This is an optimization exercise on Yosys and OpenROAD, whose aim is small area, a short achievable clock period and few clock cycles per item, not a production implementation.
Where RTL was checked, it was by simulation tests only, not by an equivalence proof against the original.

==> job 1277 <==
==> flow/design.v <==
`timescale 1ns/10ps
`default_nettype none
module pe_cell (
    input  wire                             clk,
    input  wire                             clr,       
    input  wire                             v,         
    input  wire        [12-1:0]    a_in,
    input  wire        [8-1:0]    b_in,
    output logic       [23-1:0]     acc
);
    wire [8:0] bx = {b_in[7], b_in};
    wire t0 = ((a_in[0] & bx[0]) | (a_in[1] & 1'b0)) ^ a_in[2];
    wire t1 = ((a_in[0] & bx[1]) | (a_in[1] & bx[0])) ^ a_in[2];
    wire t2 = ((a_in[0] & bx[2]) | (a_in[1] & bx[1])) ^ a_in[2];
    wire t3 = ((a_in[0] & bx[3]) | (a_in[1] & bx[2])) ^ a_in[2];
    wire t4 = ((a_in[0] & bx[4]) | (a_in[1] & bx[3])) ^ a_in[2];
    wire t5 = ((a_in[0] & bx[5]) | (a_in[1] & bx[4])) ^ a_in[2];
    wire t6 = ((a_in[0] & bx[6]) | (a_in[1] & bx[5])) ^ a_in[2];
    wire t7 = ((a_in[0] & bx[7]) | (a_in[1] & bx[6])) ^ a_in[2];
    wire t8 = ~(((a_in[0] & bx[8]) | (a_in[1] & bx[7])) ^ a_in[2]) & v;
    wire t9 = ((a_in[3] & bx[0]) | (a_in[4] & 1'b0)) ^ a_in[5];
    wire t10 = ((a_in[3] & bx[1]) | (a_in[4] & bx[0])) ^ a_in[5];
    wire t11 = ((a_in[3] & bx[2]) | (a_in[4] & bx[1])) ^ a_in[5];
    wire t12 = ((a_in[3] & bx[3]) | (a_in[4] & bx[2])) ^ a_in[5];
    wire t13 = ((a_in[3] & bx[4]) | (a_in[4] & bx[3])) ^ a_in[5];
    wire t14 = ((a_in[3] & bx[5]) | (a_in[4] & bx[4])) ^ a_in[5];
    wire t15 = ((a_in[3] & bx[6]) | (a_in[4] & bx[5])) ^ a_in[5];
    wire t16 = ((a_in[3] & bx[7]) | (a_in[4] & bx[6])) ^ a_in[5];
    wire t17 = ~(((a_in[3] & bx[8]) | (a_in[4] & bx[7])) ^ a_in[5]) & v;
    wire t18 = ((a_in[6] & bx[0]) | (a_in[7] & 1'b0)) ^ a_in[8];
    wire t19 = ((a_in[6] & bx[1]) | (a_in[7] & bx[0])) ^ a_in[8];
    wire t20 = ((a_in[6] & bx[2]) | (a_in[7] & bx[1])) ^ a_in[8];
    wire t21 = ((a_in[6] & bx[3]) | (a_in[7] & bx[2])) ^ a_in[8];
    wire t22 = ((a_in[6] & bx[4]) | (a_in[7] & bx[3])) ^ a_in[8];
    wire t23 = ((a_in[6] & bx[5]) | (a_in[7] & bx[4])) ^ a_in[8];
    wire t24 = ((a_in[6] & bx[6]) | (a_in[7] & bx[5])) ^ a_in[8];
    wire t25 = ((a_in[6] & bx[7]) | (a_in[7] & bx[6])) ^ a_in[8];
    wire t26 = ~(((a_in[6] & bx[8]) | (a_in[7] & bx[7])) ^ a_in[8]) & v;
    wire t27 = ((a_in[9] & bx[0]) | (a_in[10] & 1'b0)) ^ a_in[11];
    wire t28 = ((a_in[9] & bx[1]) | (a_in[10] & bx[0])) ^ a_in[11];
    wire t29 = ((a_in[9] & bx[2]) | (a_in[10] & bx[1])) ^ a_in[11];
    wire t30 = ((a_in[9] & bx[3]) | (a_in[10] & bx[2])) ^ a_in[11];
    wire t31 = ((a_in[9] & bx[4]) | (a_in[10] & bx[3])) ^ a_in[11];
    wire t32 = ((a_in[9] & bx[5]) | (a_in[10] & bx[4])) ^ a_in[11];
    wire t33 = ((a_in[9] & bx[6]) | (a_in[10] & bx[5])) ^ a_in[11];
    wire t34 = ((a_in[9] & bx[7]) | (a_in[10] & bx[6])) ^ a_in[11];
    wire t35 = ~(((a_in[9] & bx[8]) | (a_in[10] & bx[7])) ^ a_in[11]) & v;
    wire t36 = t6 ^ t13;
    wire t37 = t6 & t13;
    wire t38 = t7 ^ t14;
    wire t39 = t7 & t14;
    wire t40 = t8 ^ t15 ^ t22;
    wire t41 = (t8 & t15) | (t8 & t22) | (t15 & t22);
    wire t42 = t16 ^ t23;
    wire t43 = t16 & t23;
    wire t44 = t4 ^ t11;
    wire t45 = t4 & t11;
    wire t46 = t5 ^ t12;
    wire t47 = t5 & t12;
    wire t48 = t36 ^ t20 ^ t27;
    wire t49 = (t36 & t20) | (t36 & t27) | (t20 & t27);
    wire t50 = t37 ^ t38 ^ t21;
    wire t51 = (t37 & t38) | (t37 & t21) | (t38 & t21);
    wire t52 = t39 ^ t40 ^ t29;
    wire t53 = (t39 & t40) | (t39 & t29) | (t40 & t29);
    wire t54 = t41 ^ t42 ^ t30;
    wire t55 = (t41 & t42) | (t41 & t30) | (t42 & t30);
    wire t56 = t43 ^ t17 ^ t24;
    wire t57 = (t43 & t17) | (t43 & t24) | (t17 & t24);
    wire t58 = t25 ^ t32;
    wire t59 = t25 & t32;
    wire t60 = t2 ^ t9;
    wire t61 = t2 & t9;
    wire t62 = t3 ^ t10;
    wire t63 = t3 & t10;
    wire t64 = t44 ^ t18 ^ a_in[8];
    wire t65 = (t44 & t18) | (t44 & a_in[8]) | (t18 & a_in[8]);
    wire t66 = t45 ^ t46 ^ t19;
    wire t67 = (t45 & t46) | (t45 & t19) | (t46 & t19);
    wire t68 = t47 ^ t48 ^ a_in[11];
    wire t69 = (t47 & t48) | (t47 & a_in[11]) | (t48 & a_in[11]);
    wire t70 = t49 ^ t50 ^ t28;
    wire t71 = (t49 & t50) | (t49 & t28) | (t50 & t28);
    wire t72 = t51 ^ t52 ^ v;
    wire t73 = (t51 & t52) | (t51 & v) | (t52 & v);
    wire t74 = t53 ^ t54 ^ v;
    wire t75 = (t53 & t54) | (t53 & v) | (t54 & v);
    wire t76 = t55 ^ t56 ^ t31;
    wire t77 = (t55 & t56) | (t55 & t31) | (t56 & t31);
    wire t78 = t57 ^ t58 ^ v;
    wire t79 = (t57 & t58) | (t57 & v) | (t58 & v);
    wire t80 = t59 ^ t26 ^ t33;
    wire t81 = (t59 & t26) | (t59 & t33) | (t26 & t33);
    wire t82 = t34 ^ v;
    wire t83 = t34 & v;
    wire [15:0] r0 = {1'b0, t83, t81, t79, t77, t75, t73, t71, t69, t67, t65, t63, t61, t60, t1, t0};
    wire [15:0] r1 = {1'b0, t35, t82, t80, t78, t76, t74, t72, t70, t68, t66, t64, t62, a_in[5], 1'b0, a_in[2]};
    logic [15:0] s_q, c_q;
    logic        v_q;
    always_ff @(posedge clk) begin
        s_q <= r0;
        c_q <= r1;
        v_q <= v;
    end
    wire [22:0] x  = {{8{v_q & ~s_q[15]}}, s_q[14:0]};
    wire [22:0] y  = {7'd0, c_q};
    wire [22:0] hs = acc ^ x ^ y;
    wire [22:0] hc = (acc & x) | (acc & y) | (x & y);
    localparam int L = 12;
    logic            cp;
    wire  [L:0]      lo = {1'b0, hs[L-1:0]} + {1'b0, hc[L-2:0], 1'b0};
    wire  [23-L:0]   hx = {hs[22:L], cp} + {hc[21:L-1], cp};    
    wire  [22-L:0]   hi = hx[23-L:1];
    always_ff @(posedge clk) begin
        acc <= clr ? 23'd0 : {hi, lo[L-1:0]};
        cp  <= clr ? 1'b0  : lo[L];
    end
endmodule
`default_nettype wire
`timescale 1ns/10ps
`default_nettype none
module systolic_grid (
    input  wire                                 clk,
    input  wire                                 clr,
    input  wire                                 v,         
    input  wire [4*12-1:0]       a_q,
    input  wire [4*8-1:0]        b_q,
    output wire [4*4*23-1:0]  sums       
);
    localparam int N = 4;
    localparam int W = 8;
    localparam int E = 12;
    localparam int S = 23;
    for (genvar i = 0; i < N; i++) begin : g_row
        for (genvar j = 0; j < N; j++) begin : g_col
            pe_cell pe_i (
                .clk  (clk),
                .clr  (clr),
                .v    (v),
                .a_in (a_q[i*E +: E]),
                .b_in (b_q[j*W +: W]),
                .acc  (sums[(i*N+j)*S +: S])
            );
        end
    end
endmodule
`default_nettype wire
`timescale 1ns/10ps
`default_nettype none
module operand_skew (
    input  wire                            clk,
    input  wire                            rst_n,
    input  wire                            step,
    input  wire                            last,
    input  wire [4*8-1:0]   a_vec,
    input  wire [4*8-1:0]   b_vec,
    output logic [4*12-1:0] a_q,
    output logic [4*8-1:0]  b_q,
    output logic                           step_q,
    output logic                           last_q
);
    localparam int W = 8;
    localparam int E = 12;
    logic [4*E-1:0] a_enc;
    always_comb begin
        for (int i = 0; i < 4; i++) begin
            for (int k = 0; k < 4; k++) begin
                logic x2, x1, x0;
                x2 = a_vec[i*W + 2*k + 1];
                x1 = a_vec[i*W + 2*k];
                x0 = (k == 0) ? 1'b0 : a_vec[i*W + 2*k - 1];
                a_enc[i*E + 3*k]     = step && (x1 ^ x0);                           
                a_enc[i*E + 3*k + 1] = step && ((x2 && !x1 && !x0) || (!x2 && x1 && x0));  
                a_enc[i*E + 3*k + 2] = step && x2;                                  
            end
        end
    end
    always_ff @(posedge clk) begin
        a_q <= a_enc;
        b_q <= b_vec;
    end
    always_ff @(posedge clk or negedge rst_n) begin
        if (!rst_n) begin
            step_q  <= 1'b0;
            last_q  <= 1'b0;
        end else begin
            step_q  <= step;
            last_q  <= step && last;
        end
    end
endmodule
`default_nettype wire
`timescale 1ns/10ps
`default_nettype none
module mmu_sequencer (
    input  wire                   clk,
    input  wire                   rst_n,
    input  wire                   start,
    input  wire [8-1:0] k_len,
    input  wire                   in_valid,
    output wire                   step,        
    output wire                   last,        
    output wire                   skip,        
    output logic                  busy
);
    logic                   skip_q;      
    logic [8-1:0] rem_q;       
    wire accept = start && !busy;
    assign step  = in_valid && busy && !skip_q;
    assign skip  = skip_q;
    assign last  = (rem_q == 8'(1));
    always_ff @(posedge clk or negedge rst_n) begin
        if (!rst_n) begin
            busy   <= 1'b0;
            skip_q <= 1'b0;
        end else begin
            skip_q <= accept;
            if (accept)
                busy <= 1'b1;
            else if (step && last)
                busy <= 1'b0;
        end
    end
    always_ff @(posedge clk) begin
        if (accept)
            rem_q <= k_len;
        else if (step)
            rem_q <= rem_q - 1'b1;
    end
endmodule
`default_nettype wire
`timescale 1ns/10ps
`default_nettype none
module result_buffer (
    input  wire                                 clk,
    input  wire                                 rst_n,
    input  wire                                 save,
    input  wire [4*4*23-1:0]  sums,
    input  wire                                 rd_en,
    input  wire [2-1:0]                rd_row,
    output logic                                rd_valid,
    output logic [4*24-1:0]        rd_data
);
    localparam int N  = 4;
    localparam int S  = 23;
    localparam int A  = 24;
    localparam int RW = N*S;
    logic [N*RW-1:0] grid_q;      
    logic            have_q;      
    logic [RW-1:0]   row_q;       
    always_ff @(posedge clk) begin
        if (save)
            grid_q <= sums;
    end
    always_ff @(posedge clk or negedge rst_n) begin
        if (!rst_n) begin
            have_q   <= 1'b0;
            rd_valid <= 1'b0;
        end else begin
            have_q   <= have_q || save;
            rd_valid <= rd_en;
        end
    end
    always_ff @(posedge clk) begin
        row_q <= have_q ? grid_q[rd_row*RW +: RW] : '0;
    end
    for (genvar j = 0; j < N; j++) begin : g_col
        assign rd_data[j*A +: A] = {{(A-S){row_q[j*S+S-1]}}, row_q[j*S +: S]};
    end
endmodule
`default_nettype wire
`timescale 1ns/10ps
`default_nettype none
module mmu_top (
    input  wire                        clk,
    input  wire                        rst_n,
    input  wire                        start,
    input  wire [8-1:0]      k_len,
    input  wire                        in_valid,
    input  wire [4*8-1:0] a_vec,
    input  wire [4*8-1:0] b_vec,
    input  wire                        rd_en,
    input  wire [2-1:0]       rd_row,
    output wire                        busy,
    output wire                        done,
    output wire                        rd_valid,
    output wire [4*24-1:0]  rd_data
);
    wire                               step, last, skip;
    wire [4*12-1:0]     a_q;
    wire [4*8-1:0]      b_q;
    wire                               step_q, last_q;
    wire [4*4*23-1:0] sums;
    mmu_sequencer seq_i (
        .clk      (clk),
        .rst_n    (rst_n),
        .start    (start),
        .k_len    (k_len),
        .in_valid (in_valid),
        .step     (step),
        .last     (last),
        .skip     (skip),
        .busy     (busy)
    );
    localparam int SV = 1 + 1;     
    logic [SV+1:0] last_sr;
    always_ff @(posedge clk or negedge rst_n) begin
        if (!rst_n)
            last_sr <= '0;
        else
            last_sr <= (last_sr << 1) | (SV+2)'(last_q);
    end
    wire save = last_sr[SV];
    assign done = last_sr[SV+1];
    logic [1:0] clr_sr;
    always_ff @(posedge clk or negedge rst_n) begin
        if (!rst_n)
            clr_sr <= '0;
        else
            clr_sr <= (clr_sr << 1) | (1+1)'(skip);
    end
    wire clr = clr_sr[1];
    operand_skew in_i (
        .clk     (clk),
        .rst_n   (rst_n),
        .step    (step),
        .last    (last),
        .a_vec   (a_vec),
        .b_vec   (b_vec),
        .a_q     (a_q),
        .b_q     (b_q),
        .step_q  (step_q),
        .last_q  (last_q)
    );
    systolic_grid grid_i (
        .clk  (clk),
        .clr  (clr),
        .v    (step_q),
        .a_q  (a_q),
        .b_q  (b_q),
        .sums (sums)
    );
    result_buffer rbuf_i (
        .clk      (clk),
        .rst_n    (rst_n),
        .save     (save),
        .sums     (sums),
        .rd_en    (rd_en),
        .rd_row   (rd_row),
        .rd_valid (rd_valid),
        .rd_data  (rd_data)
    );
endmodule
`default_nettype wire
==> flow/run.sh <==
#!/bin/bash
# synth_recipe.tcl (not shown) runs the flow's synth.tcl, then flattens the netlist and writes it again
# the make line also repeats each setting of config.mk as NAME=value (left out here)
make -C /OpenROAD-flow-scripts/flow DESIGN_CONFIG=/design/flow/config.mk WORK_HOME=/design/flow/orfs CLKGATE_MAP_FILE= SYNTH_SCRIPT=/design/flow/synth_recipe.tcl finish
==> flow/config.mk <==
export PLATFORM = sky130hd
export DESIGN_NAME = mmu_top
export DESIGN_NICKNAME = mmu_top
export VERILOG_FILES = /design/flow/design.v
export SDC_FILE = /design/flow/constraint.sdc
export NUM_CORES = 4
export LEC_CHECK = 0
export CAP_MARGIN = 20
export CORE_MARGIN = 2
export CORE_UTILIZATION = 45
export CTS_CLUSTER_DIAMETER = 80
export CTS_CLUSTER_SIZE = 20
export PLACE_DENSITY = 0.6
export SETUP_SLACK_MARGIN = 4.0
export SLEW_MARGIN = 20
export TNS_END_PERCENT = 10
==> flow/constraint.sdc <==
create_clock -name core_clock -period 6.5 [get_ports {clk}]
set_input_delay 1.3000 -clock core_clock [delete_from_list [all_inputs] [get_ports {clk}]]
set_output_delay 1.3000 -clock core_clock [all_outputs]
set_load 0.01 [all_outputs]
==> job 2079 (differences from job 1277) <==
--- a/flow/design.v
+++ b/flow/design.v
@@ -5,3 +5,2 @@
     input  wire                             clr,       
-    input  wire                             v,         
     input  wire        [12-1:0]    a_in,
@@ -19,3 +18,3 @@
     wire t7 = ((a_in[0] & bx[7]) | (a_in[1] & bx[6])) ^ a_in[2];
-    wire t8 = ~(((a_in[0] & bx[8]) | (a_in[1] & bx[7])) ^ a_in[2]) & v;
+    wire t8 = ~(((a_in[0] & bx[8]) | (a_in[1] & bx[7])) ^ a_in[2]);
     wire t9 = ((a_in[3] & bx[0]) | (a_in[4] & 1'b0)) ^ a_in[5];
@@ -28,3 +27,3 @@
     wire t16 = ((a_in[3] & bx[7]) | (a_in[4] & bx[6])) ^ a_in[5];
-    wire t17 = ~(((a_in[3] & bx[8]) | (a_in[4] & bx[7])) ^ a_in[5]) & v;
+    wire t17 = ~(((a_in[3] & bx[8]) | (a_in[4] & bx[7])) ^ a_in[5]);
     wire t18 = ((a_in[6] & bx[0]) | (a_in[7] & 1'b0)) ^ a_in[8];
@@ -37,3 +36,3 @@
     wire t25 = ((a_in[6] & bx[7]) | (a_in[7] & bx[6])) ^ a_in[8];
-    wire t26 = ~(((a_in[6] & bx[8]) | (a_in[7] & bx[7])) ^ a_in[8]) & v;
+    wire t26 = ~(((a_in[6] & bx[8]) | (a_in[7] & bx[7])) ^ a_in[8]);
     wire t27 = ((a_in[9] & bx[0]) | (a_in[10] & 1'b0)) ^ a_in[11];
@@ -46,3 +45,3 @@
     wire t34 = ((a_in[9] & bx[7]) | (a_in[10] & bx[6])) ^ a_in[11];
-    wire t35 = ~(((a_in[9] & bx[8]) | (a_in[10] & bx[7])) ^ a_in[11]) & v;
+    wire t35 = ~(((a_in[9] & bx[8]) | (a_in[10] & bx[7])) ^ a_in[11]);
     wire t36 = t6 ^ t13;
@@ -83,14 +82,14 @@
     wire t71 = (t49 & t50) | (t49 & t28) | (t50 & t28);
-    wire t72 = t51 ^ t52 ^ v;
-    wire t73 = (t51 & t52) | (t51 & v) | (t52 & v);
-    wire t74 = t53 ^ t54 ^ v;
-    wire t75 = (t53 & t54) | (t53 & v) | (t54 & v);
+    wire t72 = t51 ^ t52 ^ 1'b1;
+    wire t73 = (t51 & t52) | (t51 & 1'b1) | (t52 & 1'b1);
+    wire t74 = t53 ^ t54 ^ 1'b1;
+    wire t75 = (t53 & t54) | (t53 & 1'b1) | (t54 & 1'b1);
     wire t76 = t55 ^ t56 ^ t31;
     wire t77 = (t55 & t56) | (t55 & t31) | (t56 & t31);
-    wire t78 = t57 ^ t58 ^ v;
-    wire t79 = (t57 & t58) | (t57 & v) | (t58 & v);
+    wire t78 = t57 ^ t58 ^ 1'b1;
+    wire t79 = (t57 & t58) | (t57 & 1'b1) | (t58 & 1'b1);
     wire t80 = t59 ^ t26 ^ t33;
     wire t81 = (t59 & t26) | (t59 & t33) | (t26 & t33);
-    wire t82 = t34 ^ v;
-    wire t83 = t34 & v;
+    wire t82 = t34 ^ 1'b1;
+    wire t83 = t34 & 1'b1;
     wire [15:0] r0 = {1'b0, t83, t81, t79, t77, t75, t73, t71, t69, t67, t65, t63, t61, t60, t1, t0};
@@ -98,3 +97,2 @@
     logic [15:0] s_q, c_q;
-    logic        v_q;
     always_ff @(posedge clk) begin
@@ -102,5 +100,4 @@
         c_q <= r1;
-        v_q <= v;
     end
-    wire [22:0] x  = {{8{v_q & ~s_q[15]}}, s_q[14:0]};
+    wire [22:0] x  = {{8{~s_q[15]}}, s_q[14:0]};
     wire [22:0] y  = {7'd0, c_q};
@@ -108,3 +105,3 @@
     wire [22:0] hc = (acc & x) | (acc & y) | (x & y);
-    localparam int L = 12;
+    localparam int L = 7;
     logic            cp;
@@ -124,3 +121,2 @@
     input  wire                                 clr,
-    input  wire                                 v,         
     input  wire [4*12-1:0]       a_q,
@@ -138,3 +134,2 @@
                 .clr  (clr),
-                .v    (v),
                 .a_in (a_q[i*E +: E]),
@@ -158,3 +153,2 @@
     output logic [4*8-1:0]  b_q,
-    output logic                           step_q,
     output logic                           last_q
@@ -183,6 +177,4 @@
         if (!rst_n) begin
-            step_q  <= 1'b0;
             last_q  <= 1'b0;
         end else begin
-            step_q  <= step;
             last_q  <= step && last;
@@ -291,3 +283,3 @@
     wire [4*8-1:0]      b_q;
-    wire                               step_q, last_q;
+    wire                               last_q;
     wire [4*4*23-1:0] sums;
@@ -331,3 +323,2 @@
         .b_q     (b_q),
-        .step_q  (step_q),
         .last_q  (last_q)
@@ -337,3 +328,2 @@
         .clr  (clr),
-        .v    (step_q),
         .a_q  (a_q),
--- a/flow/config.mk
+++ b/flow/config.mk
@@ -9,7 +9,7 @@
 export CORE_MARGIN = 2
-export CORE_UTILIZATION = 45
+export CORE_UTILIZATION = 55
 export CTS_CLUSTER_DIAMETER = 80
 export CTS_CLUSTER_SIZE = 20
-export PLACE_DENSITY = 0.6
-export SETUP_SLACK_MARGIN = 4.0
+export PLACE_DENSITY = 0.7
+export SETUP_SLACK_MARGIN = 3.65
 export SLEW_MARGIN = 20
==> notes.md <==
item                                                      job 1277                 job 2079
Status                                     complete, no violations  complete, no violations
Non-clock buffers, area share                               7.891%                   3.297%
Initial Utilization                                         45.44%                   55.28%
Core Rows                                                      151                      135
Post-route design area                                  90,920 um2               81,140 um2
Post-synthesis instance area                            77,180 um2               74,700 um2
Pre-CTS setup slack                                       2.859 ns                 3.000 ns
Count of mapped cells out of synthesis                       6,936                    6,827
Worst-case headroom to the max-slew limit                   23.17%                   27.10%
Worst path arrival time                                    3.40 ns                  1.72 ns
Post-synth net total                                         8,105                    7,868
Worst clock skew on the final layout                    0.04922 ns               0.02840 ns
Adder-Cell Fraction of Synth Area                           22.34%                   20.46%
Detail Route met2 WL                                    108,600 um                85,900 um
FF-to-FF setup slack                                       3.74 ns                  3.54 ns
Number of antenna diodes                                        11                        1
XOR/XNOR share of the synthesized area                      8.306%                   10.01%
Met3 Resource Use GR                                        5.582%                   3.780%
Antenna violations before repair                                13                        9
DPL Wire Length                                         146,900 um               124,400 um
Min-Delay Endpoint                                      last_sr[2]               last_sr[0]
Testbench counts of job 2079, summed over its fixed seeds: cycles 5,195, jobs 320.
The RTL of job 1277 was laid out without a check of its function.

## what the ideal ports hide
The flow's constraints put no driver on any port. The routed layouts listed below were extracted and timed again, unchanged, in two steps. Step 1 (the two cells are an assumption about what drives the block):
set clk [get_ports {clk}]
set_driving_cell -lib_cell sky130_fd_sc_hd__clkbuf_16 $clk
set_driving_cell -lib_cell sky130_fd_sc_hd__buf_2 [delete_from_list [all_inputs] $clk]
Step 2 times the ports against the registers' clock, not the clock port: input delays grow and output delays shrink by t, the midpoint of the rising clock arrivals with the driver on. Slacks: ideal / step 1 / step 2; pairs: ideal / step 1.
run | t, ns | setup slack, ns | hold WS [ns] | worst setup path at the end | worst slew at a driven data input, ns
job 1277 | 0.845 | 3.736 / 3.671 / 3.038 | 0.337 / 0.337 / 0.337 | input to register | 0.20
job 2079 | 0.778 | 3.476 / 3.396 / 2.978 | 0.353 / 0.353 / 0.353 | input to register | 0.08
After both steps setup and hold are still met in every run listed. The setup slack of job 1277, which loses most, moves by -0.065 ns with the drivers and by -0.698 ns with both steps.
